Context: an optimization exercise on an open-source flow, tuned for small area, a short achievable clock period and few clock cycles per item. The choices shown serve that exercise and are no tape-out recipe.
RTL that was checked went through simulation tests only; none was proved equivalent to the original.
The RTL of runs 1 and 5 was laid out without a check of its function.
No activity file was given, so power comes from the tool's default toggle rates.

==> flow/design.v <==
localparam int DATA_W     = 64;
localparam int HALF_W     = 32;  
localparam int TAG_W      = 4;
localparam int NUM_LANES  = 4;
localparam int LANE_IDX_W = 2;
localparam int FL_C = 3;
localparam int FL_V = 2;
localparam int FL_N = 1;
localparam int FL_Z = 0;
localparam logic [3:0] OP_ADD = 4'd0;
localparam logic [3:0] OP_SUB = 4'd1;
localparam logic [3:0] OP_AND = 4'd2;
localparam logic [3:0] OP_OR  = 4'd3;
localparam logic [3:0] OP_XOR = 4'd4;
localparam logic [3:0] OP_SHL = 4'd5;
localparam logic [3:0] OP_SHR = 4'd6;
localparam logic [3:0] OP_SAR = 4'd7;
localparam logic [3:0] OP_SXT = 4'd8;
localparam logic [1:0] SXT_BYTE = 2'd0;
localparam logic [1:0] SXT_HALF = 2'd1;
localparam logic [1:0] SXT_WORD = 2'd2;
localparam int REQ_W   = 146;
localparam int RQ_TAG  = 0;
localparam int RQ_B    = 4;
localparam int RQ_A    = 68;
localparam int RQ_FIN  = 132;
localparam int RQ_SXT  = 136;
localparam int RQ_COND = 138;
localparam int RQ_OP   = 142;
localparam int RSP_W   = 73;
localparam int RS_TAG  = 0;
localparam int RS_TK   = 4;
localparam int RS_FL   = 5;
localparam int RS_RES  = 9;
`timescale 1ns/1ps
module flag_cond_eval (
  input  logic [3:0] cond,
  input  logic [3:0] flags,
  output logic       taken
);
localparam int DATA_W     = 64;
localparam int HALF_W     = 32;  
localparam int TAG_W      = 4;
localparam int NUM_LANES  = 4;
localparam int LANE_IDX_W = 2;
localparam int FL_C = 3;
localparam int FL_V = 2;
localparam int FL_N = 1;
localparam int FL_Z = 0;
localparam logic [3:0] OP_ADD = 4'd0;
localparam logic [3:0] OP_SUB = 4'd1;
localparam logic [3:0] OP_AND = 4'd2;
localparam logic [3:0] OP_OR  = 4'd3;
localparam logic [3:0] OP_XOR = 4'd4;
localparam logic [3:0] OP_SHL = 4'd5;
localparam logic [3:0] OP_SHR = 4'd6;
localparam logic [3:0] OP_SAR = 4'd7;
localparam logic [3:0] OP_SXT = 4'd8;
localparam logic [1:0] SXT_BYTE = 2'd0;
localparam logic [1:0] SXT_HALF = 2'd1;
localparam logic [1:0] SXT_WORD = 2'd2;
localparam int REQ_W   = 146;
localparam int RQ_TAG  = 0;
localparam int RQ_B    = 4;
localparam int RQ_A    = 68;
localparam int RQ_FIN  = 132;
localparam int RQ_SXT  = 136;
localparam int RQ_COND = 138;
localparam int RQ_OP   = 142;
localparam int RSP_W   = 73;
localparam int RS_TAG  = 0;
localparam int RS_TK   = 4;
localparam int RS_FL   = 5;
localparam int RS_RES  = 9;
  logic fc;
  logic fv;
  logic fn;
  logic fz;
  assign fc = flags[FL_C];
  assign fv = flags[FL_V];
  assign fn = flags[FL_N];
  assign fz = flags[FL_Z];
  always_comb begin
    case (cond)
      4'd0:    taken = fz;
      4'd1:    taken = ~fz;
      4'd2:    taken = fc;
      4'd3:    taken = ~fc;
      4'd4:    taken = fn;
      4'd5:    taken = ~fn;
      4'd6:    taken = fv;
      4'd7:    taken = ~fv;
      4'd8:    taken = fc & ~fz;          
      4'd9:    taken = ~fc | fz;          
      4'd10:   taken = (fn == fv);        
      4'd11:   taken = (fn != fv);
      4'd12:   taken = (fn == fv) & ~fz;  
      4'd13:   taken = (fn != fv) | fz;
      4'd14:   taken = 1'b1;
      default: taken = 1'b0;
    endcase
  end
endmodule
`timescale 1ns/1ps
module alu_lane (
  input  logic [145:0]  req,
  output logic [72:0]   rsp
);
localparam int DATA_W     = 64;
localparam int HALF_W     = 32;  
localparam int TAG_W      = 4;
localparam int NUM_LANES  = 4;
localparam int LANE_IDX_W = 2;
localparam int FL_C = 3;
localparam int FL_V = 2;
localparam int FL_N = 1;
localparam int FL_Z = 0;
localparam logic [3:0] OP_ADD = 4'd0;
localparam logic [3:0] OP_SUB = 4'd1;
localparam logic [3:0] OP_AND = 4'd2;
localparam logic [3:0] OP_OR  = 4'd3;
localparam logic [3:0] OP_XOR = 4'd4;
localparam logic [3:0] OP_SHL = 4'd5;
localparam logic [3:0] OP_SHR = 4'd6;
localparam logic [3:0] OP_SAR = 4'd7;
localparam logic [3:0] OP_SXT = 4'd8;
localparam logic [1:0] SXT_BYTE = 2'd0;
localparam logic [1:0] SXT_HALF = 2'd1;
localparam logic [1:0] SXT_WORD = 2'd2;
localparam int REQ_W   = 146;
localparam int RQ_TAG  = 0;
localparam int RQ_B    = 4;
localparam int RQ_A    = 68;
localparam int RQ_FIN  = 132;
localparam int RQ_SXT  = 136;
localparam int RQ_COND = 138;
localparam int RQ_OP   = 142;
localparam int RSP_W   = 73;
localparam int RS_TAG  = 0;
localparam int RS_TK   = 4;
localparam int RS_FL   = 5;
localparam int RS_RES  = 9;
  logic [3:0]        op;
  logic [3:0]        cond;
  logic [1:0]        sxt;
  logic [3:0]        fin;
  logic [DATA_W-1:0] a;
  logic [DATA_W-1:0] b;
  logic [TAG_W-1:0]  tag;
  logic              taken;
  assign op   = req[RQ_OP   +: 4];
  assign cond = req[RQ_COND +: 4];
  assign sxt  = req[RQ_SXT  +: 2];
  assign fin  = req[RQ_FIN  +: 4];
  assign a    = req[RQ_A    +: DATA_W];
  assign b    = req[RQ_B    +: DATA_W];
  assign tag  = req[RQ_TAG  +: TAG_W];
  flag_cond_eval cond_i (
    .cond  (cond),
    .flags (fin),
    .taken (taken)
  );
  logic is_add, is_sub, is_and, is_or, is_xor, is_shl, is_shr, is_sar, is_sxt;
  assign is_add = (op == OP_ADD);
  assign is_sub = (op == OP_SUB);
  assign is_and = (op == OP_AND);
  assign is_or  = (op == OP_OR);
  assign is_xor = (op == OP_XOR);
  assign is_shl = (op == OP_SHL);
  assign is_shr = (op == OP_SHR);
  assign is_sar = (op == OP_SAR);
  assign is_sxt = (op == OP_SXT);
  logic              inv_b;
  logic [DATA_W-1:0] bx;
  logic [DATA_W-1:0] p;
  logic [DATA_W-1:0] g;
  logic [DATA_W-1:0] gg;    
  logic [DATA_W-1:0] gp;    
  logic [DATA_W:0]   c;     
  logic [DATA_W-1:0] sum;
  assign inv_b = op[0];
  assign bx = b ^ {DATA_W{inv_b}};
  assign p  = a ^ bx;
  assign g  = a & bx;
  always_comb begin
    gg = g;
    gp = p;
    gg[0] = g[0] | (p[0] & inv_b);
    for (int l = 0; l < 6; l++) begin
      for (int j = 0; j < DATA_W; j++) begin
        if (((j >> l) & 1) == 1) begin
          gg[j] = gg[j] | (gp[j] & gg[((j >> l) << l) - 1]);
          gp[j] = gp[j] & gp[((j >> l) << l) - 1];
        end
      end
    end
  end
  assign c   = {gg, inv_b};
  assign sum = p ^ c[DATA_W-1:0];
  logic [5:0]        sh;
  logic [DATA_W-1:0] sh_in;
  logic [DATA_W-1:0] sh_out;
  logic [DATA_W-1:0] sh_rev;
  logic              fill;
  assign sh   = b[5:0];
  assign fill = is_sar & a[DATA_W-1];
  always_comb begin
    for (int i = 0; i < DATA_W; i++)
      sh_in[i] = is_shl ? a[DATA_W-1-i] : a[i];
  end
  assign sh_out = DATA_W'($signed({fill, sh_in}) >>> sh);
  always_comb begin
    for (int i = 0; i < DATA_W; i++)
      sh_rev[i] = sh_out[DATA_W-1-i];
  end
  logic              s_fill;
  logic [DATA_W-1:0] keep_a;
  logic [DATA_W-1:0] ext;
  assign s_fill = (sxt == SXT_BYTE) ? a[7] : (sxt == SXT_HALF) ? a[15] : a[31];
  always_comb begin
    for (int i = 0; i < DATA_W; i++) begin
      if (i < 8)
        keep_a[i] = ~taken | is_sxt;
      else if (i < 16)
        keep_a[i] = ~taken | (is_sxt & (sxt != SXT_BYTE));
      else if (i < 32)
        keep_a[i] = ~taken | (is_sxt & sxt[1]);
      else
        keep_a[i] = ~taken;
      ext[i] = taken & is_sxt & ~keep_a[i];
    end
  end
  logic t_arith, t_p, t_g, t_b, t_shr, t_shl;
  assign t_arith = taken & (is_add | is_sub);
  assign t_p     = taken & is_xor;
  assign t_b     = taken & is_or;
  assign t_g     = taken & (is_and | is_or);
  assign t_shr   = taken & (is_shr | is_sar);
  assign t_shl   = taken & is_shl;
  logic [DATA_W-1:0] res;
  always_comb begin
    for (int i = 0; i < DATA_W; i++)
      res[i] = (t_arith & sum[i]) | (t_p & p[i]) | (t_g & g[i]) | (t_b & b[i]) |
               (t_shr & sh_out[i]) | (t_shl & sh_rev[i]) |
               (keep_a[i] & a[i]) | (ext[i] & s_fill);
  end
  logic fc, fv;
  assign fc = (is_add | is_sub) & c[DATA_W];
  assign fv = (is_add | is_sub) & (a[DATA_W-1] == bx[DATA_W-1]) &&
              (sum[DATA_W-1] != a[DATA_W-1]);
  assign rsp[RS_RES +: DATA_W] = res;
  assign rsp[RS_FL + FL_C]     = taken ? fc : fin[FL_C];
  assign rsp[RS_FL + FL_V]     = taken ? fv : fin[FL_V];
  assign rsp[RS_FL + FL_N]     = fin[FL_N];
  assign rsp[RS_FL + FL_Z]     = fin[FL_Z];
  assign rsp[RS_TK]            = taken;
  assign rsp[RS_TAG +: TAG_W]  = tag;
endmodule
`timescale 1ns/1ps
module issue_dispatch (
  input  logic       in_valid,
  output logic       in_ready,
  input  logic [3:0] lane_ready,
  output logic [3:0] lane_valid
);
localparam int DATA_W     = 64;
localparam int HALF_W     = 32;  
localparam int TAG_W      = 4;
localparam int NUM_LANES  = 4;
localparam int LANE_IDX_W = 2;
localparam int FL_C = 3;
localparam int FL_V = 2;
localparam int FL_N = 1;
localparam int FL_Z = 0;
localparam logic [3:0] OP_ADD = 4'd0;
localparam logic [3:0] OP_SUB = 4'd1;
localparam logic [3:0] OP_AND = 4'd2;
localparam logic [3:0] OP_OR  = 4'd3;
localparam logic [3:0] OP_XOR = 4'd4;
localparam logic [3:0] OP_SHL = 4'd5;
localparam logic [3:0] OP_SHR = 4'd6;
localparam logic [3:0] OP_SAR = 4'd7;
localparam logic [3:0] OP_SXT = 4'd8;
localparam logic [1:0] SXT_BYTE = 2'd0;
localparam logic [1:0] SXT_HALF = 2'd1;
localparam logic [1:0] SXT_WORD = 2'd2;
localparam int REQ_W   = 146;
localparam int RQ_TAG  = 0;
localparam int RQ_B    = 4;
localparam int RQ_A    = 68;
localparam int RQ_FIN  = 132;
localparam int RQ_SXT  = 136;
localparam int RQ_COND = 138;
localparam int RQ_OP   = 142;
localparam int RSP_W   = 73;
localparam int RS_TAG  = 0;
localparam int RS_TK   = 4;
localparam int RS_FL   = 5;
localparam int RS_RES  = 9;
  logic found;
  always_comb begin
    lane_valid = '0;
    found      = 1'b0;
    for (int i = 0; i < NUM_LANES; i++) begin
      if (lane_ready[i] && !found) begin
        lane_valid[i] = in_valid;
        found         = 1'b1;
      end
    end
  end
  assign in_ready = |lane_ready;  
endmodule
`timescale 1ns/1ps
module result_collect (
  input  logic            clk,
  input  logic            rst,
  input  logic [3:0]      rsp_valid,
  output logic [3:0]      rsp_ready,
  input  logic [4*73-1:0] rsp_in,    
  output logic            out_valid,
  input  logic            out_ready,
  output logic [72:0]     out_rsp
);
localparam int DATA_W     = 64;
localparam int HALF_W     = 32;  
localparam int TAG_W      = 4;
localparam int NUM_LANES  = 4;
localparam int LANE_IDX_W = 2;
localparam int FL_C = 3;
localparam int FL_V = 2;
localparam int FL_N = 1;
localparam int FL_Z = 0;
localparam logic [3:0] OP_ADD = 4'd0;
localparam logic [3:0] OP_SUB = 4'd1;
localparam logic [3:0] OP_AND = 4'd2;
localparam logic [3:0] OP_OR  = 4'd3;
localparam logic [3:0] OP_XOR = 4'd4;
localparam logic [3:0] OP_SHL = 4'd5;
localparam logic [3:0] OP_SHR = 4'd6;
localparam logic [3:0] OP_SAR = 4'd7;
localparam logic [3:0] OP_SXT = 4'd8;
localparam logic [1:0] SXT_BYTE = 2'd0;
localparam logic [1:0] SXT_HALF = 2'd1;
localparam logic [1:0] SXT_WORD = 2'd2;
localparam int REQ_W   = 146;
localparam int RQ_TAG  = 0;
localparam int RQ_B    = 4;
localparam int RQ_A    = 68;
localparam int RQ_FIN  = 132;
localparam int RQ_SXT  = 136;
localparam int RQ_COND = 138;
localparam int RQ_OP   = 142;
localparam int RSP_W   = 73;
localparam int RS_TAG  = 0;
localparam int RS_TK   = 4;
localparam int RS_FL   = 5;
localparam int RS_RES  = 9;
  logic [LANE_IDX_W-1:0] rr_ptr;
  logic [LANE_IDX_W-1:0] scan_idx;
  logic [LANE_IDX_W-1:0] grant_idx;
  logic                  grant_any;
  logic [NUM_LANES-1:0]  grant;
  logic                  slot_free;
  assign slot_free = ~out_valid | out_ready;
  always_comb begin
    grant_any = 1'b0;
    grant_idx = '0;
    scan_idx  = '0;
    for (int k = 0; k < NUM_LANES; k++) begin
      scan_idx = rr_ptr + LANE_IDX_W'(k);
      if (!grant_any && rsp_valid[scan_idx]) begin
        grant_any = 1'b1;
        grant_idx = scan_idx;
      end
    end
    grant = NUM_LANES'(grant_any) << grant_idx;
  end
  assign rsp_ready = grant & {NUM_LANES{slot_free}};
  always_ff @(posedge clk) begin
    if (rst) begin
      out_valid <= 1'b0;
      rr_ptr    <= '0;
    end else if (slot_free) begin
      out_valid <= grant_any;
      if (grant_any)
        rr_ptr <= grant_idx + 1'b1;  
    end
  end
  always_ff @(posedge clk) begin
    if (slot_free && grant_any)
      out_rsp <= rsp_in[grant_idx*RSP_W +: RSP_W];
  end
endmodule
`timescale 1ns/1ps
module alu_cluster (
  input  logic          clk,
  input  logic          rst,
  input  logic          in_valid,
  output logic          in_ready,
  input  logic [145:0]  in_req,
  output logic          out_valid,
  input  logic          out_ready,
  output logic [72:0]   out_rsp
);
localparam int DATA_W     = 64;
localparam int HALF_W     = 32;  
localparam int TAG_W      = 4;
localparam int NUM_LANES  = 4;
localparam int LANE_IDX_W = 2;
localparam int FL_C = 3;
localparam int FL_V = 2;
localparam int FL_N = 1;
localparam int FL_Z = 0;
localparam logic [3:0] OP_ADD = 4'd0;
localparam logic [3:0] OP_SUB = 4'd1;
localparam logic [3:0] OP_AND = 4'd2;
localparam logic [3:0] OP_OR  = 4'd3;
localparam logic [3:0] OP_XOR = 4'd4;
localparam logic [3:0] OP_SHL = 4'd5;
localparam logic [3:0] OP_SHR = 4'd6;
localparam logic [3:0] OP_SAR = 4'd7;
localparam logic [3:0] OP_SXT = 4'd8;
localparam logic [1:0] SXT_BYTE = 2'd0;
localparam logic [1:0] SXT_HALF = 2'd1;
localparam logic [1:0] SXT_WORD = 2'd2;
localparam int REQ_W   = 146;
localparam int RQ_TAG  = 0;
localparam int RQ_B    = 4;
localparam int RQ_A    = 68;
localparam int RQ_FIN  = 132;
localparam int RQ_SXT  = 136;
localparam int RQ_COND = 138;
localparam int RQ_OP   = 142;
localparam int RSP_W   = 73;
localparam int RS_TAG  = 0;
localparam int RS_TK   = 4;
localparam int RS_FL   = 5;
localparam int RS_RES  = 9;
  logic              slot_free;
  logic [RSP_W-1:0]  rsp_d;
  logic [RSP_W-1:0]  rsp_q;
  alu_lane lane_i (
    .req (in_req),
    .rsp (rsp_d)
  );
  assign slot_free = ~out_valid | out_ready;
  assign in_ready  = slot_free;
  always_ff @(posedge clk) begin
    if (rst)
      out_valid <= 1'b0;
    else if (slot_free)
      out_valid <= in_valid;
  end
  always_ff @(posedge clk) begin
    if (slot_free)
      rsp_q <= rsp_d;
  end
  always_comb begin
    out_rsp = rsp_q;
    if (rsp_q[RS_TK]) begin
      out_rsp[RS_FL + FL_N] = rsp_q[RS_RES + DATA_W - 1];
      out_rsp[RS_FL + FL_Z] = ~|rsp_q[RS_RES +: DATA_W];
    end
  end
endmodule
==> flow/flow/run.sh <==
#!/bin/bash
# The standard layout, with plain buf_1 cells as the port buffers (the resizer
# upsizes them where timing needs it).
set -euo pipefail
export BUFFER_PORTS_ARGS="-buffer_cell sky130_fd_sc_hd__buf_1"
export ADDER_MAP_FILE=
bash standard.sh > standard.log 2>&1
==> flow/standard.sh <==
#!/bin/bash
# synth_recipe.tcl (not shown) runs the flow's synth.tcl, then flattens the netlist and writes it again
# the make line also repeats each setting of config.mk as NAME=value (left out here)
make -C /OpenROAD-flow-scripts/flow DESIGN_CONFIG=/design/flow/config.mk WORK_HOME=/design/flow/orfs CLKGATE_MAP_FILE= SYNTH_SCRIPT=/design/flow/synth_recipe.tcl "${@:-finish}"
==> flow/config.mk <==
export PLATFORM = sky130hd
export DESIGN_NAME = alu_cluster
export DESIGN_NICKNAME = alu_cluster
export VERILOG_FILES = /design/flow/design.v
export SDC_FILE = /design/flow/constraint.sdc
export NUM_CORES = 4
export LEC_CHECK = 0
export ABC_AREA = 1
export CAP_MARGIN = 30
export CORE_MARGIN = 2
export CORE_UTILIZATION = 40
export PLACE_DENSITY = 0.6
export SETUP_SLACK_MARGIN = 2.0
export SLEW_MARGIN = 20
==> flow/constraint.sdc <==
create_clock -name core_clock -period 6.0 [get_ports {clk}]
set_input_delay 1.2000 -clock core_clock [delete_from_list [all_inputs] [get_ports {clk}]]
set_output_delay 1.2000 -clock core_clock [all_outputs]
set_load 0.01 [all_outputs]
==> qor.yml, run 1 <==
timing:
  relSlewSlack: 0.369
  finalCritPeriodShare: 0.651
  fin_tns_setup_ps: 0
  report.final.slew_viol_count: 0
  hold_violations: 0
  max_freq_mhz: 256
  worst_slack_ps: 2100
  fin_worst_skew_ps: 8.84
  setup_viol: 0
  tightestPinTransition_ps: 947
  period_minus_slack_ps: 3900
  grt_setup_unrepaired: "false"
worst_setup_path:
  path_class: "in2reg"
  crit_cells: 13
  critPathTopFamily: "simple AND/OR/NAND/NOR gates"
  endpoint_kind: "flop"
  r2r-start: "out_valid$_SDFFE_PP0P_"
  reg2reg_slack_ps: 4440
  cp_common_cell: "nand2_1"
  crit_arrival_ps: 3910
  rr_endpoint: "rsp_q[65]$_DFFE_PP_"
  crit_fanout: 13
  start_kind: "input port"
  cp-startpoint: "in_req[134]"
  ff2ff_path_depth: 2
  worstPathCellList: "buf_1, xor2_1, nand2_1, nand2_1, o21ai_0, nor2_1, nand2_4, nand2_2, clkinv_1, nand2_1, o211ai_1, a21oi_1, o211ai_1"
  slowest_stage: "clkinv_1"
  crit_end: "rsp_q[15]$_DFFE_PP_"
  crit_buf_inv: 2
  critPathRequiredTime_ps: 6010
  slowest_delay_ps: 440
clock_tree:
  clock_latency_ps: 350
  cts_tree: "built"
  clk_path_buf_depth: 2
  ctsHtreeMaxLevel: 3
  cts.clk_slew.worst_paths_ps: 60
  clock_sink_count: 74
  numCtsBuffers: 9
  cts_root_buf: "clkbuf_16"
  hold_buffers: 0
floorplanning:
  die_y_um: 206
  rows: 73
  die-width_um: 206
  start_util: 0.408
  core_um2: 40000
  num_io_pins: 225
  die_area_um2: 42400
yosys:
  synth_compound_area_frac: 0.0840
  synth_edf_count: 73
  syn_area_um2: 16300
  yosysUniqueCellTypes: 46
  synth_top_family_by_area: "simple AND/OR/NAND/NOR gates"
  synth_ff_type: "edfxtp_1"
  netlist_instances: 3160
  synth_area_leader_cell: "nand3_1"
  synth_fa_ha_area_frac: 0
  ys_warn_count: 3
  synth_mux_area_frac: 0
  synth-simple-area-share: 0.645
  yosysMostFrequentCell: "nand3_1"
  synth_seq_cells: 74
  avgSynthCellArea_um2: 5.16
  yosys.area.top_type_share: 0.307
  synth_xor_area_frac: 0.000537
  synth_area_leaders: "nand3_1 31%, nand2_1 22%, edfxtp_1 13%"
  yosysSeqAreaShare: 0.136
  syn_nets: 3310
  netlist_top_cells_count: "1000 x nand3_1, 961 x nand2_1, 215 x nor2_1, 209 x inv_1, 113 x a21oi_1"
  synthArstFlopShare: 0
route:
  vias: 22400
  wl_met3_um: 9840
  routed_wl_um: 78000
  first_iter_violations: 4054
  drt-pass1-iter-count: 9
  wl_met1_um: 31400
  wl_met2_um: 32300
  drtAntennaViolNets: 0
  vias_per_cell: 6.02
  drc: 0
  wl_per_cell_um: 21.0
  dr.max_layer_used: "met4"
global_routing:
  grt_max_degree: 77
  grt_pass1_wl_um: 114000
  grt_pass1_vias: 19000
  grt_overflow: 0
  antenna_found_initial: 2
  grt.total_usage: 0.353
layout:
  drive_above_1_share: 0.0466
  seq_area_um2: 2210
  finalInstanceArea_um2: 17300
  multi_input_area_um2: 12000
  layout.nets: 3340
  syn_to_final_growth_pct: 6.28
  fill_cells: 4644
  final_cells: 3721
power_and_ir_drop:
  ir_drop_uv: 102
  p_leak_nw: 8.49
  p_sw_w: 0.00147
  p_comb_frac: 0.574
  fin_total_pwr_w: 0.00288
  p_per_area_nw_per_um2: 166
  p_clk_frac: 0.174
  switching_share: 0.509
  p_int_w: 0.00141
  p_seq_frac: 0.252
placement:
  placed_cell_area_um2: 16800
  place.gp.congestion: 1.05
  dpl.hpwl_um: 60800
  placedCellCount: 3700
  io_buffers: 224
  dpl_worst_slack_ps: 1160
flow_run:
  drv_cap: 0
worst_hold_path:
  hp-class: "in2reg"
outcome:
  outcome: "no timing/DRC/antenna violations"
[kinds of logic (layout without fill, tap and decap cells)]
family,Yosys count,in the layout
AO/OA/AOI/OAI,249,249
XOR/XNOR,1,1
buffers and inverters,479,513
flip-flops,74,74
other,0,1
AND/OR/NAND/NOR,2357,2358
[sequential cells by signal, summed over array words and instances, names as in the netlist]
register   count
out_valid      1
rsp_q         73
[stage by stage]
stage          hold slack [ps]   util
2_1_floorplan             1270      -
3_3_place_gp              1110  0.421
3_5_place_dp              1110  0.421
4_1_cts                    984  0.428
5_1_grt                   1020  0.433
6_report                   997  0.433
[cells in the final DEF, fill, tap and decap left out, types with 8 or more instances in the layout]
cell type  instances
nand3_1         1000
nand2_1          956
buf_1            218
nor2_1           211
inv_1            207
a21oi_1          113
o21ai_0           81
edfxtp_1          73
nor3_1            60
nand4_1           31
or2_2             27
buf_4             25
inv_2             19
nor4_1            18
o211ai_1          15
nand2_2           11
clkbuf_16         11
o21ai_1            9
nor2_2             9
clkinv_1           8
or2_1              8
[per-layer routing]
layer	GRT usage	vias up
met1	0.487	10100
met2	0.534	1488
met4	0.168	0
li1	-	10700
met5	0	-
met3	0.0609	188
[power groups by stage]
stage | Combinational, W | Clock (W) | Sequential (W)
after floorplan | 0.00116 | 0 | 0.000715
after global placement | 0.00155 | 0 | 0.000738
after detailed placement | 0.00155 | 0 | 0.000738
after CTS | 0.00156 | 0.000512 | 0.000728
after global routing | 0.00180 | 0.000524 | 0.000736
final | 0.00165 | 0.000500 | 0.000726
[repair_timing]
item                                    4_1_cts  5_1_grt
endpoints found under the setup margin       64       65
gates cloned                                  0        3
setup buffers                                 0        1
resized for setup                            10       26
[cell type report]
class                   instances  share of cell area
well taps                     525              0.0379
flip-flops and latches         74               0.128
inverters                     235              0.0514
diodes                          1            0.000144
repair buffers                262              0.0744
multi-input cells            2608               0.693
clock inverters                 6             0.00238
clock buffers                  10              0.0132
[worst min-delay path by stage]
| stage | startpoint | endpoint | slack (ps) | cells past startpoint |
|---|---|---|---|---|
| finish | rst | out_valid$_SDFFE_PP0P_ | 1000 | 2 |
| global route | in_req[1] | rsp_q[1]$_DFFE_PP_ | 1020 | 1 |
| CTS | rst | out_valid$_SDFFE_PP0P_ | 980 | 2 |
| detailed placement | out_valid$_SDFFE_PP0P_ | out_valid$_SDFFE_PP0P_ | 1110 | 3 |
| global placement | out_valid$_SDFFE_PP0P_ | out_valid$_SDFFE_PP0P_ | 1110 | 3 |
| floorplan | rst | out_valid$_SDFFE_PP0P_ | 1270 | 1 |
==> run 2, diff against run 1 <==
--- a/flow/design.v
+++ b/flow/design.v
@@ -186,14 +186,16 @@
     gg = g;
     gp = p;
     gg[0] = g[0] | (p[0] & inv_b);
-    for (int l = 0; l < 6; l++) begin
-      for (int j = 0; j < DATA_W; j++) begin
-        if (((j >> l) & 1) == 1) begin
-          gg[j] = gg[j] | (gp[j] & gg[((j >> l) << l) - 1]);
-          gp[j] = gp[j] & gp[((j >> l) << l) - 1];
-        end
+    for (int l = 0; l < 6; l++)
+      for (int j = (2 << l) - 1; j < DATA_W; j += (2 << l)) begin
+        gg[j] = gg[j] | (gp[j] & gg[j - (1 << l)]);
+        gp[j] = gp[j] & gp[j - (1 << l)];
+      end
+    for (int l = 4; l >= 0; l--)
+      for (int j = 3 * (1 << l) - 1; j < DATA_W; j += (2 << l)) begin
+        gg[j] = gg[j] | (gp[j] & gg[j - (1 << l)]);
+        gp[j] = gp[j] & gp[j - (1 << l)];
       end
-    end
   end
   assign c   = {gg, inv_b};
   assign sum = p ^ c[DATA_W-1:0];
==> flow/flow/run.sh (replaced) <==
#!/bin/bash
set -euo pipefail
export BUFFER_PORTS_ARGS="-buffer_cell sky130_fd_sc_hd__buf_1"
export ADDER_MAP_FILE=
rm -rf scripts_abc
cp -r "$FLOW_HOME/scripts" scripts_abc
cp flow/abc_area.script scripts_abc/abc_area.script
SCRIPTS_DIR="$PWD/scripts_abc" bash standard.sh synth > synth.log 2>&1
bash standard.sh > standard.log 2>&1
==> flow/flow/abc_area.script (new file) <==
strash
balance
rewrite
refactor
balance
rewrite
rewrite -z
balance
refactor -z
rewrite -z
balance
dch
map -B 0.9
topo
stime -c
buffer -c
upsize -c
dnsize -c
==> qor.yml, run 2 <==
clock_tree:
  cts_root_buf: "clkbuf_16"
  cts_tree: "built"
  cts.clk_slew.worst_paths_ps: 60  # about the same
  ctsHtreeMaxLevel: 3  # unchanged
  clk_path_buf_depth: 2  # unchanged
  hold_buffers: 0  # unchanged
  numCtsBuffers: 9  # unchanged
  clock_sink_count: 74  # unchanged
  clock_latency_ps: 350  # about the same
power_and_ir_drop:
  p_seq_frac: 0.247  # -0.005
  p_sw_w: 0.00139  # -5.2%
  p_leak_nw: 7.41  # -13%
  p_per_area_nw_per_um2: 185  # +12%
  p_int_w: 0.00160  # +13%
  switching_share: 0.465  # -0.0441
  p_clk_frac: 0.226  # +0.052
  p_comb_frac: 0.527  # -0.047
  ir_drop_uv: 216  # +110%
flow_run:
  drv_cap: 0  # unchanged
worst_hold_path:
  hold_path_depth: 3  # +1
  hp-class: "reg2reg"
floorplanning:
  die-width_um: 192  # -6.8%
  num_io_pins: 225  # unchanged
  start_util: 0.408  # about the same
  die_area_um2: 36800  # -13%
  die_y_um: 192  # -6.8%
  rows: 68  # -6.8%
  core_um2: 34600  # -13%
layout:
  top_register: "rsp_q"
  layout.nets: 2807  # -16%
  largestRegisters: "rsp_q: 73 flops, out_valid: 1 flops"
  drive_above_1_share: 0.111  # +0.0642
  insertedDiodeCount: 0  # -1
  syn_to_final_growth_pct: 14.2
  final_cell_mix: "794 x nand2_1, 219 x inv_1, 216 x buf_1"
  largest_reg_flops: 73  # unchanged
  layout_commonest_cell: "nand2_1"
yosys:
  synth_ff_type: "edfxtp_1"
  syn_nets: 2709  # -18%
  syn_area_um2: 14100  # -13%
  synth_seq_cells: 74  # unchanged
  synth_area_leader_cell: "nand2_1"
  yosys.area.top_type_share: 0.213  # -0.0937
  ys_warn_count: 3  # unchanged
  netlist_top_cells_count: "802 x nand2_1, 225 x inv_1, 200 x o21ai_1, 196 x o21ai_0, 170 x nor2_1"
  synth_edf_count: 73  # unchanged
  yosysUniqueCellTypes: 57  # +24%
  synthArstFlopShare: 0  # unchanged
  avgSynthCellArea_um2: 5.52  # +6.9%
  netlist_instances: 2559  # -19%
  synth_area_leaders: "nand2_1 21%, edfxtp_1 16%, o21ai_1 7.1%"
  yosysSeqAreaShare: 0.157  # +0.0211
  yosysMostFrequentCell: "nand2_1"
outcome:
  outcome: "no timing/DRC/antenna violations"
global_routing:
  grt_max_degree: 76  # -1.3%
  grt_pass1_vias: 16000  # -16%
  grt.total_usage: 0.368  # +0.0142
  antenna_found_initial: 4  # +2
  grt_pass1_wl_um: 100000  # -12%
  grt_overflow: 0  # unchanged
timing:
  hold_violations: 0  # unchanged
  finalCritPeriodShare: 0.662  # +0.0113
  relSlewSlack: 0.434  # +0.0657
  report.final.slew_viol_count: 0  # unchanged
  fin_worst_skew_ps: 10.7  # +1.82 ps
  fin_tns_setup_ps: 0  # unchanged
  period_minus_slack_ps: 3970  # +67.9 ps
  setup_viol: 0  # unchanged
  tightestPinTransition_ps: 841  # -106 ps
  grt_setup_unrepaired: "true"
  max_freq_mhz: 252  # -1.7%
  fin_hold_ws_ps: 815  # -183 ps
worst_setup_path:
  crit_fanout: 16  # +3
  path_class: "in2reg"
  crit_arrival_ps: 4020  # +110 ps
  start_kind: "input port"
  ff2ff_path_depth: 3  # +1
  endpoint_kind: "flop"
  critPathRequiredTime_ps: 6050  # +40 ps
route:
  wl_per_cell_um: 22.7  # +8.5%
  routed_wl_um: 70900  # -9.1%
  drc: 0  # unchanged
  first_iter_violations: 2551  # -37%
  drtAntennaViolNets: 0  # unchanged
  drt-pass1-iter-count: 6  # -3
  vias_per_cell: 5.89  # -2.2%
  vias: 18400  # -18%
placement:
  io_buffers: 224  # unchanged
  dpl.hpwl_um: 55500  # -8.7%
  place.gp.congestion: 1.06  # +0.91%
-- run 2: cell types whose count changed after synthesis, sizes merged, moves of 20 or more --
cell    before  now
nand3     1001  156
o21ai       91  398
nand2      975  823
nor2       224  177
nor3        66   29
inv        227  261
mux2i        0   30
o22ai        4   32
a211oi       1   24
a21oi      115  137
buf        164  142
o211ai      15   35
-- run 2: timing repair --
| item | CTS | global route |
|---|---|---|
| pin swaps | 1 | 20 |
| resized for setup | 40 | 153 |
| gates cloned | 2 | 8 |
| setup endpoints to repair | 66 | 66 |
| buffers inserted | 4 | 20 |
-- run 2: metal layers --
metal,up-vias,routed length [µm],part of all wire,global-route usage
met3,135,7890,0.11,0.0786
met1,8424,30300,0.43,0.516
li1,8739,-,-,-
met4,2,2720,0.038,0.121
met2,1062,30000,0.42,0.556
met5,-,35,0.00049,0
-- run 2: path summary, 6_finish.rpt --
path | startpoint | end | slack (ps)
max | in_req[144] | rsp_q[20]$_DFFE_PP_ | 2030
min | out_valid$_SDFFE_PP0P_ | out_valid$_SDFFE_PP0P_ | 810
min reg2reg | out_valid$_SDFFE_PP0P_ | out_valid$_SDFFE_PP0P_ | 810
max reg2reg | out_valid$_SDFFE_PP0P_ | rsp_q[71]$_DFFE_PP_ | 4640
-- run 2: logic make-up after synthesis --
logic type | Yosys count | synth area share
flip-flops | 74 | 0.157
multiplexers | 30 | 0.0213
AND/OR/NAND/NOR | 1272 | 0.382
XOR/XNOR | 22 | 0.0137
buffers and inverters | 476 | 0.155
AO/OA/AOI/OAI | 685 | 0.271
-- run 2: worst max-delay path: stages --
cell and delay [ps]:
clkbuf_2 100, inv_2 50, nor2_4 250, buf_4 180, nand3_4 180, o21ai_0 420, mux2i_1 190, o21ai_1 240
mux2i_2 120, buf_4 170, nand2_1 50, o21ai_1 90, o21ai_1 260, nand2_1 150, o21ai_1 220, o2111ai_1 150
-- run 2: layout make-up --
class | instances | area, µm²
fill | 3820 | 18500
sequential | 74 | 2210
multi-input combinational | 2011 | 10200
timing repair buffer | 300 | 1740
tap | 455 | 569
clock buffer | 10 | 229
clock inverter | 6 | 138
inverter | 261 | 1010
-- run 2: power groups by stage --
stage               registers (W)  logic (W)  clock network (W)
CTS                      0.000737    0.00144           0.000681
global route             0.000742    0.00171           0.000698
floorplan                0.000714    0.00102                  0
global placement         0.000745    0.00140                  0
finish                   0.000738    0.00157           0.000676
detailed placement       0.000747    0.00141                  0
-- run 2: through the flow --
step	total power, W	std cells	util	cell area, µm²	setup WS [ps]
final	0.00299	3117	0.465	16100	2030
after global routing	0.00315	3117	0.465	16100	1900
after CTS	0.00285	3086	0.441	15300	1950
after detailed placement	0.00216	3064	0.424	14700	1110
after global placement	0.00215	3064	0.424	14700	1140
after floorplan	0.00173	2559	-	14100	2570
Testbench counts of run 2, summed over its fixed seeds: cycles 27,441, items 24,000.
==> run 3, diff against run 2 <==
--- a/flow/flow/run.sh
+++ b/flow/flow/run.sh
@@ -2,6 +2,7 @@
 set -euo pipefail
 export BUFFER_PORTS_ARGS="-buffer_cell sky130_fd_sc_hd__buf_1"
 export ADDER_MAP_FILE=
+export SKIP_GATE_CLONING=1
 rm -rf scripts_abc
 cp -r "$FLOW_HOME/scripts" scripts_abc
 cp flow/abc_area.script scripts_abc/abc_area.script
==> flow/flow/abc_area.script (replaced) <==
strash
dch
map -B 0.9
topo
stime -c
buffer -c
upsize -c
==> qor.yml, run 3 <==
clock_tree:
  clock_latency_ps: 360  # about the same
  numCtsBuffers: 9  # unchanged
  clk_path_buf_depth: 2  # unchanged
  cts_root_buf: "clkbuf_16"
  hold_buffers: 0  # unchanged
  ctsHtreeMaxLevel: 3  # unchanged
  cts.clk_slew.worst_paths_ps: 70  # about the same
  clock_sink_count: 74  # unchanged
  cts_tree: "built"
route:
  drc: 0  # unchanged
  vias: 18300  # -0.33%
  drtAntennaViolNets: 0  # unchanged
  routed_wl_um: 74500  # +5.0%
  wl_per_cell_um: 23.5  # +3.2%
  vias_per_cell: 5.77  # -2.1%
  first_iter_violations: 2224  # -13%
  drt-pass1-iter-count: 7  # +1
floorplanning:
  die_area_um2: 44400  # +21%
  start_util: 0.406  # -0.00125
  num_io_pins: 225  # unchanged
  rows: 75  # +10%
  die-width_um: 211  # +9.8%
  die_y_um: 211  # +9.8%
  core_um2: 42000  # +21%
worst_setup_path:
  crit_arrival_ps: 4060  # +40 ps
  ff2ff_path_depth: 3  # unchanged
  path_class: "in2reg"
  crit_fanout: 28  # +12
  start_kind: "input port"
  reg2reg_slack_ps: 4540  # -100 ps
  endpoint_kind: "flop"
  critPathRequiredTime_ps: 6050  # about the same
layout:
  syn_to_final_growth_pct: 0.944
  fin_util: 0.410  # -0.0551
  layout.nets: 2780  # -0.96%
  largest_reg_flops: 73  # unchanged
  final_cell_mix: "713 x nand2_1, 216 x buf_1, 198 x inv_1"
  layout_commonest_cell: "nand2_1"
  final_cells: 3174  # +1.8%
  top_register: "rsp_q"
  insertedDiodeCount: 0  # unchanged
  largestRegisters: "rsp_q: 73 flops, out_valid: 1 flops"
  drive_above_1_share: 0.209  # +0.0987
global_routing:
  grt_busiest_layer: "met2"
  grt_max_degree: 75  # -1.3%
  grt_pass1_wl_um: 107000  # +6.9%
  use_met2: 0.478  # -0.0779
  grt_overflow: 0  # unchanged
  grt.total_usage: 0.326  # -0.0417
  use_met3: 0.0883  # +0.00975
  grt_util_met1: 0.460  # -0.0560
  grt_pass1_vias: 16600  # +3.8%
  antenna_found_initial: 3  # -1
yosys:
  synthArstFlopShare: 0  # unchanged
  synth_compound_area_frac: 0.252  # -0.0188
  netlist_top_cells_count: "716 x nand2_1, 203 x inv_1, 144 x nand3_1, 131 x nor2_1, 130 x o21ai_2"
  synth_xor_area_frac: 0.0145  # +0.000850
  synth_seq_cells: 74  # unchanged
  yosysSeqAreaShare: 0.129  # -0.0272
  yosysUniqueCellTypes: 72  # +26%
  yosysMostFrequentCell: "nand2_1"
  synth_mux_area_frac: 0.0114  # -0.00992
  yosys.area.top_type_share: 0.157  # -0.0560
  synth_edf_count: 73  # unchanged
  synth_area_leader_cell: "nand2_1"
  synth_area_leaders: "nand2_1 16%, edfxtp_1 13%, clkbuf_8 8.1%"
  synth_ff_type: "edfxtp_1"
  synth-simple-area-share: 0.395  # +0.0127
  avgSynthCellArea_um2: 6.70  # +21%
  syn_area_um2: 17100  # +21%
  synth_top_family_by_area: "simple AND/OR/NAND/NOR gates"
  ys_warn_count: 3  # unchanged
  synth_fa_ha_area_frac: 0  # unchanged
  netlist_instances: 2550  # -0.35%
  syn_nets: 2700  # -0.33%
placement:
  dpl.hpwl_um: 59400  # +6.9%
  dpl_worst_slack_ps: 1180  # +71.3 ps
  placedCellCount: 3149  # +2.8%
  io_buffers: 224  # unchanged
  place.gp.congestion: 1.05  # -0.75%
timing:
  grt_setup_unrepaired: "true"
  fin_tns_setup_ps: 0  # unchanged
  tightestPinTransition_ps: 971  # +131 ps
  setup_viol: 0  # unchanged
  relSlewSlack: 0.350  # -0.0842
  worst_slack_ps: 1990  # -38.2 ps
  report.final.slew_viol_count: 0  # unchanged
  max_freq_mhz: 249  # -0.95%
  hold_violations: 0  # unchanged
  fin_worst_skew_ps: 13.7  # +3.00 ps
  finalCritPeriodShare: 0.668  # +0.00637
  period_minus_slack_ps: 4010  # +38.2 ps
flow_run:
  drv_cap: 0  # unchanged
power_and_ir_drop:
  p_per_area_nw_per_um2: 176  # -4.8%
  ir_drop_uv: 159  # -26%
  p_clk_frac: 0.205  # -0.021
  p_leak_nw: 7.60  # +2.6%
  p_int_w: 0.00155  # -2.8%
  p_comb_frac: 0.557  # +0.030
  p_sw_w: 0.00149  # +7.3%
  switching_share: 0.490  # +0.0247
  p_seq_frac: 0.238  # -0.009
worst_hold_path:
  hold_path_depth: 2  # -1
  hp-class: "reg2reg"
outcome:
  outcome: "no timing/DRC/antenna violations"
## run 3: cell types whose count changed in the layout (fill, tap and decap cells not counted), sizes merged, moves of 9 or more
| cell | change |
|---|---|
| o21ai | -13 |
| nand3 | +29 |
| buf | -9 |
| or2 | +11 |
| nor2 | -9 |
| nand2 | +30 |
| a21oi | -19 |
| inv | -36 |
| clkinv | +9 |
| clkbuf | -9 |
| mux2i | -11 |
## run 3: final timing paths
check,start,to
setup / recovery,in_req[142],rsp_q[28]$_DFFE_PP_
hold / removal,out_valid$_SDFFE_PP0P_,rsp_q[7]$_DFFE_PP_
setup reg to reg,out_valid$_SDFFE_PP0P_,rsp_q[50]$_DFFE_PP_
hold reg to reg,out_valid$_SDFFE_PP0P_,rsp_q[7]$_DFFE_PP_
## run 3: through the flow
step | hold WS, ps | power (W) | cell area [µm²]
6_report | 910 | 0.00304 | 17200
5_1_grt | 957 | 0.00321 | 17200
4_1_cts | 982 | 0.00299 | 17000
3_5_place_dp | 1150 | 0.00235 | 16600
3_3_place_gp | 1120 | 0.00234 | 16600
2_1_floorplan | 1270 | 0.00197 | 17100
## run 3: worst max-delay path: stages
cell and delay [ps]:
clkbuf_4 150, buf_16 200, nor2_1 390, nand3_1 400, o21ai_4 480, nor2_2 70, inv_1 260, o21ai_0 170
a211oi_2 440, o2111ai_1 270
## run 3: final cells by class
| class | instances | area (µm²) |
|---|---|---|
| tap | 539 | 674 |
| timing repair buffer | 283 | 1460 |
| multi-input combinational | 2034 | 11700 |
| clock inverter | 7 | 100 |
| fill | 4637 | 24800 |
| clock buffer | 9 | 225 |
| inverter | 228 | 897 |
| sequential | 74 | 2210 |
## run 3: layer usage
| metal | part of all wire | vias up | routed length [µm] |
|---|---|---|---|
| met5 | 0.00017 | - | 13 |
| met4 | 0.033 | 2 | 2480 |
| met3 | 0.11 | 110 | 8210 |
| met2 | 0.42 | 916 | 31300 |
| met1 | 0.44 | 8530 | 32500 |
| li1 | - | 8743 | - |
## run 3: cell families after synthesis
logic type | count (synthesis)
and+or+nand+nor | 1337
AOI/OAI and AO/OA | 660
buffers and inverters | 442
DFF | 74
muxes | 19
xor gates and xnor gates | 18
## run 3: repair_timing
action / in CTS / in global routing
pin swaps: 0 / 2
cloned: 0 / 0
setup endpoints to repair: 58 / 64
gates resized for setup: 21 / 45
buffers inserted: 1 / 7
## run 3: power groups by stage
| stage | Clock, W | Sequential (W) | Combinational [W] |
|---|---|---|---|
| 3_3_place_gp | 0 | 0.000734 | 0.00161 |
| 2_1_floorplan | 0 | 0.000711 | 0.00126 |
| 3_5_place_dp | 0 | 0.000737 | 0.00161 |
| 6_report | 0.000622 | 0.000725 | 0.00170 |
| 4_1_cts | 0.000630 | 0.000726 | 0.00163 |
| 5_1_grt | 0.000648 | 0.000733 | 0.00183 |
==> run 4, diff against run 3 <==
==> flow/flow/abc_area.script (replaced) <==
strash
dch
map -B 0.9
topo
stime -c
==> qor.yml, run 4 <==
yosys:
  netlist_instances: 2407  # -5.6%
  netlist_top_cells_count: "853 x nand2_1, 385 x o21ai_0, 228 x clkinv_1, 187 x nand3_1, 168 x nor2_1"
  yosysMostFrequentCell: "nand2_1"
  yosysUniqueCellTypes: 34  # -53%
  synth_fa_ha_area_frac: 0  # unchanged
  synth_ff_type: "edfxtp_1"
  synth_mux_area_frac: 0.0144  # +0.00306
  avgSynthCellArea_um2: 5.48  # -18%
  synthArstFlopShare: 0  # unchanged
  synth_xor_area_frac: 0.0119  # -0.00255
  syn_nets: 2557  # -5.3%
  synth_edf_count: 73  # unchanged
  synth_compound_area_frac: 0.281  # +0.0291
  synth-simple-area-share: 0.420  # +0.0248
  syn_area_um2: 13200  # -23%
  synth_top_family_by_area: "simple AND/OR/NAND/NOR gates"
  synth_area_leaders: "nand2_1 24%, edfxtp_1 17%, o21ai_0 15%"
  synth_area_leader_cell: "nand2_1"
  synth_seq_cells: 74  # unchanged
  ys_warn_count: 3  # unchanged
  yosysSeqAreaShare: 0.168  # +0.0381
  yosys.area.top_type_share: 0.243  # +0.0853
worst_setup_path:
  r2r-start: "out_valid$_SDFFE_PP0P_"
  rr_endpoint: "rsp_q[27]$_DFFE_PP_"
  ff2ff_path_depth: 2  # -1
  endpoint_kind: "flop"
  reg2reg_slack_ps: 4200  # -340 ps
  critPathRequiredTime_ps: 6110  # +60 ps
  path_class: "in2reg"
  start_kind: "input port"
  crit_fanout: 25  # -11%
  crit_arrival_ps: 4180  # +120 ps
global_routing:
  grt.total_usage: 0.375  # +0.0494
  grt_pass1_vias: 16500  # -0.93%
  antenna_found_initial: 0  # -3
  grt_pass1_wl_um: 97200  # -9.2%
  grt_overflow: 0  # unchanged
  grt_max_degree: 71  # -5.3%
clock_tree:
  numCtsBuffers: 9  # unchanged
  clock_latency_ps: 390  # +30 ps
  cts_tree: "built"
  clk_path_buf_depth: 2  # unchanged
  clock_sink_count: 74  # unchanged
  cts.clk_slew.worst_paths_ps: 60  # about the same
  ctsHtreeMaxLevel: 3  # unchanged
  cts_root_buf: "clkbuf_16"
  hold_buffers: 0  # unchanged
power_and_ir_drop:
  p_leak_nw: 6.42  # -16%
  p_per_area_nw_per_um2: 175  # -0.87%
  ir_drop_uv: 154  # -3.0%
layout:
  drive_above_1_share: 0.113  # -0.0964
  layout_commonest_cell: "nand2_1"
  seq_area_um2: 2210  # unchanged
  final_cell_mix: "811 x nand2_1, 263 x o21ai_0, 217 x buf_1"
  insertedDiodeCount: 0  # unchanged
  top_register: "rsp_q"
  largestRegisters: "rsp_q: 73 flops, out_valid: 1 flops"
  largest_reg_flops: 73  # unchanged
  multi_input_area_um2: 10300  # -12%
  layout.nets: 2797  # +0.61%
  syn_to_final_growth_pct: 20.0
  fill_cells: 3633  # -22%
outcome:
  outcome: "no timing/DRC/antenna violations"
floorplanning:
  num_io_pins: 225  # unchanged
  die_y_um: 186  # -12%
  rows: 66  # -12%
  die_area_um2: 34500  # -22%
  die-width_um: 186  # -12%
  start_util: 0.406  # -0.000769
  core_um2: 32500  # -23%
placement:
  io_buffers: 224  # unchanged
  place.gp.congestion: 1.00  # -4.5%
  dpl.hpwl_um: 48600  # -18%
route:
  drc: 0  # unchanged
  vias_per_cell: 6.01  # +4.2%
  wl_per_cell_um: 21.5  # -8.3%
  first_iter_violations: 2151  # -3.3%
  routed_wl_um: 66500  # -11%
  drtAntennaViolNets: 0  # unchanged
  drt-pass1-iter-count: 6  # -1
  vias: 18600  # +1.6%
timing:
  hold_violations: 0  # unchanged
  setup_viol: 0  # unchanged
  tightestPinTransition_ps: 1100  # +127 ps
  relSlewSlack: 0.261  # -0.0889
  max_freq_mhz: 246  # -1.5%
  period_minus_slack_ps: 4070  # +61.0 ps
  fin_worst_skew_ps: 12.1  # -1.55 ps
  grt_setup_unrepaired: "true"
  fin_tns_setup_ps: 0  # unchanged
  finalCritPeriodShare: 0.679  # +0.0102
  fin_hold_ws_ps: 856  # -54.3 ps
  report.final.slew_viol_count: 0  # unchanged
worst_hold_path:
  hp-class: "reg2reg"
  hold_path_depth: 2  # unchanged
  worstHoldStart: "out_valid$_SDFFE_PP0P_"
  min_to: "out_valid$_SDFFE_PP0P_"
flow_run:
  drv_cap: 0  # unchanged
==> run 4: cell count changes in the layout (fill, tap and decap cells not counted), sizes merged <==
cell / delta
bufinv: -2
clkbuf: +4
clkinvlp: +1
inv: -217
clkinv: +215
buf: +16
==> run 4: final cells by class <==
| type | instances | share of cell area |
|---|---|---|
| multi-input combinational | 2034 | 0.647 |
| inverter | 228 | 0.0560 |
| sequential | 74 | 0.140 |
| clock inverter | 4 | 0.00118 |
| clock buffer | 12 | 0.0149 |
| timing repair buffer | 300 | 0.106 |
| tap | 442 | 0.0349 |
==> run 4: through the flow <==
stage	cells	area (µm²)	util	worst slack, ps	total power, W
5_1_grt	3094	15800	0.487	1840	0.00294
6_report	3094	15800	0.487	1930	0.00277
2_1_floorplan	2407	13300	-	2030	0.00163
4_1_cts	3073	15200	0.466	1930	0.00264
3_3_place_gp	3047	14500	0.447	821	0.00205
3_5_place_dp	3047	14500	0.447	726	0.00206
==> run 4: metal layers <==
metal	vias up	global-route usage	wire length, µm	part of all wire
met3	186	0.0605	7090	0.11
met4	0	0.178	3270	0.049
met2	1082	0.570	28100	0.42
met5	-	0	0	0
met1	8524	0.517	28100	0.42
li1	8795	-	-	-
==> run 4: where the power goes <==
part	total, W	leakage (nW)	internal, W	switching [W]
Combinational	0.00152	5.50	0.000466	0.00105
Sequential	0.000722	0.793	0.000671	0.0000509
Clock	0.000532	0.128	0.000277	0.000255
Total	0.00277	6.42	0.00141	0.00136
==> run 4: worst max-delay path, cell delays in order <==
cell	delay, ps
clkbuf_16	150
clkinv_4	80
nor2_4	210
nand2_8	140
buf_12	200
o21ai_0	250
nand2_1	80
o21ai_1	150
nand2_1	110
o21ai_0	200
o21ai_1	190
nand2_1	90
o21ai_0	130
o21ai_1	250
nand2_1	110
o21ai_2	110
o21ai_0	90
a21oi_1	220
o21ai_0	170
==> run 4: how the worst max path moves through the flow <==
stage                                     end  cells after the start        start
after floorplan           rsp_q[72]$_DFFE_PP_                     27    in_req[7]
after detailed placement  rsp_q[72]$_DFFE_PP_                     28  in_req[142]
after global placement     rsp_q[7]$_DFFE_PP_                     28  in_req[142]
final                     rsp_q[24]$_DFFE_PP_                     19  in_req[142]
after global routing      rsp_q[72]$_DFFE_PP_                     19  in_req[142]
after CTS                 rsp_q[59]$_DFFE_PP_                     20  in_req[144]
==> run 4: cell families (layout without fill, tap and decap cells) <==
family | after synthesis | count (layout)
muxes | 19 | 19
and+or+nand+nor | 1337 | 1337
DFF | 74 | 74
xor gates and xnor gates | 18 | 18
AOI/OAI and AO/OA | 660 | 660
buffers and inverters | 299 | 544
==> run 4: timing repair <==
item,in CTS,in global routing
gates resized for setup,86,214
buffers inserted,10,21
endpoints found under the setup margin,67,66
pin swaps,12,26
==> run 5, diff against run 4 <==
--- a/flow/design.v
+++ b/flow/design.v
@@ -222,30 +222,32 @@
   always_comb begin
     for (int i = 0; i < DATA_W; i++) begin
       if (i < 8)
-        keep_a[i] = ~taken | is_sxt;
+        keep_a[i] = is_sxt;
       else if (i < 16)
-        keep_a[i] = ~taken | (is_sxt & (sxt != SXT_BYTE));
+        keep_a[i] = is_sxt & (sxt != SXT_BYTE);
       else if (i < 32)
-        keep_a[i] = ~taken | (is_sxt & sxt[1]);
+        keep_a[i] = is_sxt & sxt[1];
       else
-        keep_a[i] = ~taken;
-      ext[i] = taken & is_sxt & ~keep_a[i];
+        keep_a[i] = 1'b0;
+      ext[i] = is_sxt & ~keep_a[i];
     end
   end
-  logic t_arith, t_p, t_g, t_b, t_shr, t_shl;
-  assign t_arith = taken & (is_add | is_sub);
-  assign t_p     = taken & is_xor;
-  assign t_b     = taken & is_or;
-  assign t_g     = taken & (is_and | is_or);
-  assign t_shr   = taken & (is_shr | is_sar);
-  assign t_shl   = taken & is_shl;
+  logic s_arith, s_p, s_g, s_b, s_shr, s_shl;
+  assign s_arith = is_add | is_sub;
+  assign s_p     = is_xor;
+  assign s_g     = is_and | is_or;
+  assign s_b     = is_or;
+  assign s_shr   = is_shr | is_sar;
+  assign s_shl   = is_shl;
+  logic [DATA_W-1:0] res_op;
   logic [DATA_W-1:0] res;
   always_comb begin
     for (int i = 0; i < DATA_W; i++)
-      res[i] = (t_arith & sum[i]) | (t_p & p[i]) | (t_g & g[i]) | (t_b & b[i]) |
-               (t_shr & sh_out[i]) | (t_shl & sh_rev[i]) |
-               (keep_a[i] & a[i]) | (ext[i] & s_fill);
+      res_op[i] = (s_arith & sum[i]) | (s_p & p[i]) | (s_g & g[i]) | (s_b & b[i]) |
+                  (s_shr & sh_out[i]) | (s_shl & sh_rev[i]) |
+                  (keep_a[i] & a[i]) | (ext[i] & s_fill);
   end
+  assign res = taken ? res_op : a;
   logic fc, fv;
   assign fc = (is_add | is_sub) & c[DATA_W];
   assign fv = (is_add | is_sub) & (a[DATA_W-1] == bx[DATA_W-1]) &&
==> flow/flow/run.sh (replaced) <==
#!/bin/bash
# The standard layout, with plain buf_1 cells as the port buffers (the resizer
# upsizes them where timing needs it).
set -euo pipefail
export BUFFER_PORTS_ARGS="-buffer_cell sky130_fd_sc_hd__buf_1"
export ADDER_MAP_FILE=
bash standard.sh > standard.log 2>&1
removed: flow/flow/abc_area.script
==> qor.yml, run 5 <==
layout:
  largest_reg_flops: 73  # unchanged
  layout_commonest_cell: "nand2_1"
  final_cell_mix: "834 x nand2_1, 262 x nand3_1, 248 x o21ai_0"
  top_register: "rsp_q"
  final_cells: 3218  # +4.0%
  layout.nets: 2901  # +3.7%
  largestRegisters: "rsp_q: 73 flops, out_valid: 1 flops"
  fin_util: 0.456  # -0.0305
  drive_above_1_share: 0.0958  # -0.0173
  fill_cells: 3980  # +9.6%
  syn_to_final_growth_pct: 12.5
route:
  drtAntennaViolNets: 0  # unchanged
  drt-pass1-iter-count: 6  # unchanged
  wl_per_cell_um: 23.8  # +10%
  vias_per_cell: 6.03  # +0.37%
  routed_wl_um: 76400  # +15%
  first_iter_violations: 2810  # +31%
  drc: 0  # unchanged
  vias: 19400  # +4.4%
power_and_ir_drop:
  ir_drop_uv: 124  # -19%
  p_per_area_nw_per_um2: 180  # +3.0%
  p_leak_nw: 7.46  # +16%
timing:
  report.final.slew_viol_count: 0  # unchanged
  relSlewSlack: 0.430  # +0.168
  setup_viol: 0  # unchanged
  hold_violations: 0  # unchanged
  fin_tns_setup_ps: 0  # unchanged
  fin_worst_skew_ps: 8.57  # -3.54 ps
  worst_slack_ps: 2030  # +99.1 ps
  tightestPinTransition_ps: 855  # -243 ps
  max_freq_mhz: 252  # +2.5%
  period_minus_slack_ps: 3970  # -99.1 ps
  grt_setup_unrepaired: "true"
  finalCritPeriodShare: 0.662  # -0.0165
worst_hold_path:
  hold_path_depth: 2  # unchanged
  hp-class: "in2reg"
yosys:
  synthArstFlopShare: 0  # unchanged
  yosys.area.top_type_share: 0.219  # -0.0233
  synth_area_leader_cell: "nand2_1"
  avgSynthCellArea_um2: 5.42  # -1.2%
  synth_area_leaders: "nand2_1 22%, edfxtp_1 15%, o21ai_0 12%"
  netlist_top_cells_count: "843 x nand2_1, 343 x o21ai_0, 289 x nand3_1, 233 x inv_1, 179 x nor2_1"
  netlist_instances: 2663  # +11%
  yosysMostFrequentCell: "nand2_1"
  synth_edf_count: 73  # unchanged
  synth_ff_type: "edfxtp_1"
  yosysUniqueCellTypes: 55  # +62%
  yosysSeqAreaShare: 0.153  # -0.0143
  ys_warn_count: 3  # unchanged
  synth_seq_cells: 74  # unchanged
  syn_nets: 2813  # +10%
  syn_area_um2: 14400  # +9.3%
clock_tree:
  cts_tree: "built"
  clock_sink_count: 74  # unchanged
  clock_latency_ps: 370  # -20 ps
  hold_buffers: 0  # unchanged
  cts_root_buf: "clkbuf_16"
  cts.clk_slew.worst_paths_ps: 60  # about the same
  numCtsBuffers: 9  # unchanged
  ctsHtreeMaxLevel: 3  # unchanged
  clk_path_buf_depth: 2  # unchanged
global_routing:
  grt_pass1_vias: 16700  # +1.5%
  grt_overflow: 0  # unchanged
  grt_pass1_wl_um: 107000  # +10%
  grt.total_usage: 0.381  # +0.00558
  antenna_found_initial: 3  # +3
  grt_max_degree: 74  # +4.2%
floorplanning:
  die_y_um: 194  # +4.5%
  rows: 69  # +4.5%
  core_um2: 35600  # +9.3%
  start_util: 0.406  # about the same
  die_area_um2: 37600  # +9.1%
  num_io_pins: 225  # unchanged
  die-width_um: 194  # +4.5%
outcome:
  outcome: "no timing/DRC/antenna violations"
worst_setup_path:
  r2r-start: "out_valid$_SDFFE_PP0P_"
  ff2ff_path_depth: 3  # +1
  path_class: "in2reg"
  endpoint_kind: "flop"
  rr_endpoint: "rsp_q[1]$_DFFE_PP_"
  crit_end: "rsp_q[65]$_DFFE_PP_"
  crit_arrival_ps: 4070  # -110 ps
  crit_fanout: 44  # +76%
  reg2reg_slack_ps: 4050  # -150 ps
  critPathRequiredTime_ps: 6100  # about the same
  cp-startpoint: "in_req[142]"
  start_kind: "input port"
placement:
  dpl.hpwl_um: 58100  # +19%
  place.gp.congestion: 1.07  # +6.8%
  dpl_worst_slack_ps: 1120  # +394 ps
  placedCellCount: 3174  # +4.2%
  io_buffers: 224  # unchanged
flow_run:
  drv_cap: 0  # unchanged
==> run 5: changes by cell type after synthesis, moves of 15 or more <==
| cell | change |
|---|---|
| o21ai_1 | +56 |
| o22ai_1 | -18 |
| nand3_1 | +102 |
| xor2_1 | +17 |
| buf_2 | +15 |
| o2111ai_1 | -19 |
| clkbuf_1 | +87 |
| buf_1 | +35 |
| nand2_2 | +19 |
| o21ai_0 | -42 |
| clkinv_1 | -223 |
| inv_1 | +233 |
| or2_2 | -35 |
==> run 5: power by group <==
group	internal, W	leakage (nW)	total (W)	switching (W)
Sequential	0.000684	0.779	0.000733	0.0000496
Clock	0.000334	0.149	0.000583	0.000248
Combinational	0.000466	6.53	0.00161	0.00114
Total	0.00148	7.46	0.00292	0.00144
==> run 5: layer usage <==
layer | up-vias | global-route usage | part of all wire | wire length, µm
li1 | 9018 | - | - | -
met1 | 8924 | 0.554 | 0.42 | 32000
met2 | 1329 | 0.556 | 0.41 | 31400
met3 | 132 | 0.0868 | 0.14 | 10300
met4 | 0 | 0.116 | 0.035 | 2660
met5 | - | 0 | 0 | 0
==> run 5: layout make-up <==
class	instances	area [µm²]	area share
well taps	461	577	0.0355
clock inverters	6	65.1	0.00401
clock buffers	10	239	0.0147
inverters	251	961	0.0592
repair buffers	296	1640	0.101
diodes	1	2.50	0.000154
flip-flops and latches	74	2210	0.136
multi-input cells	2119	10500	0.649
==> run 5: how the worst min path moves through the flow <==
stage                           startpoint                endpoint  slack [ps]
floorplan                              rst  out_valid$_SDFFE_PP0P_        1270
global placement    out_valid$_SDFFE_PP0P_  out_valid$_SDFFE_PP0P_        1000
detailed placement  out_valid$_SDFFE_PP0P_  out_valid$_SDFFE_PP0P_        1020
CTS                                    rst  out_valid$_SDFFE_PP0P_         960
global route                           rst  out_valid$_SDFFE_PP0P_        1010
finish                                 rst  out_valid$_SDFFE_PP0P_         980
==> run 5: kinds of logic after synthesis <==
family,count (synthesis),share of synthesized area
simple gates,1442,0.424
mux,19,0.0132
xor+xnor,36,0.0229
flops,74,0.153
compound gates,620,0.237
buf+inv,472,0.149
==> run 5: worst max-delay path, stage by stage <==
cell	delay, ps
buf_12	170
inv_8	80
nor2_4	170
nand2_8	130
buf_16	210
nand2_1	70
o21ai_0	110
nand2_1	80
o21ai_0	110
nand2_1	80
o21ai_0	180
nand2_1	120
o21ai_1	200
o211ai_1	500
nand3_1	180
nand3_1	120
nand3_1	70
o21ai_0	150
nand2_1	100
==> run 5: repair_timing <==
action,CTS,global route
pin swaps,6,26
buffers inserted,5,14
cloned,3,5
gates resized for setup,48,178
setup endpoints to repair,66,66
==> run 5: stage by stage <==
step	total power (W)	hold WS (ps)	area [µm²]
4_1_cts	0.00281	961	15600
3_5_place_dp	0.00219	1020	15100
2_1_floorplan	0.00177	1270	14400
6_report	0.00292	978	16200
5_1_grt	0.00308	1010	16200
3_3_place_gp	0.00218	1000	15000

[static timing again, ports no longer ideal]
How much do the figures lean on ideal ports? The routed layouts below were timed once more, with nothing changed but the port constraints.
Step 1: set_driving_cell puts a clkbuf_16 on clk and a buf_2 on each other input, an assumption about the parent block.
Step 2 times the ports against the registers' clock, not the clock port: input delays grow and output delays shrink by t, the midpoint of the rising clock arrivals with the driver on.
Three values: ideal ports, drivers, drivers and shift; two values: the first two.
run | shift t [ns] | setup WS [ns] | worst data-port slew with drivers (ns)
run 1 | 0.391 | 2.096 / 2.110 / 1.719 | 0.13
run 2 | 0.391 | 2.028 / 2.051 / 1.660 | 0.17
run 3 | 0.406 | 1.990 / 2.018 / 1.612 | 0.06
run 4 | 0.437 | 1.929 / 1.891 / 1.488 | 0.06
run 5 | 0.408 | 2.028 / 2.009 / 1.601 | 0.09
After both steps setup and hold are still met in every run listed. The setup slack of run 4, which loses most, moves by -0.038 ns with the drivers and by -0.441 ns with both steps.
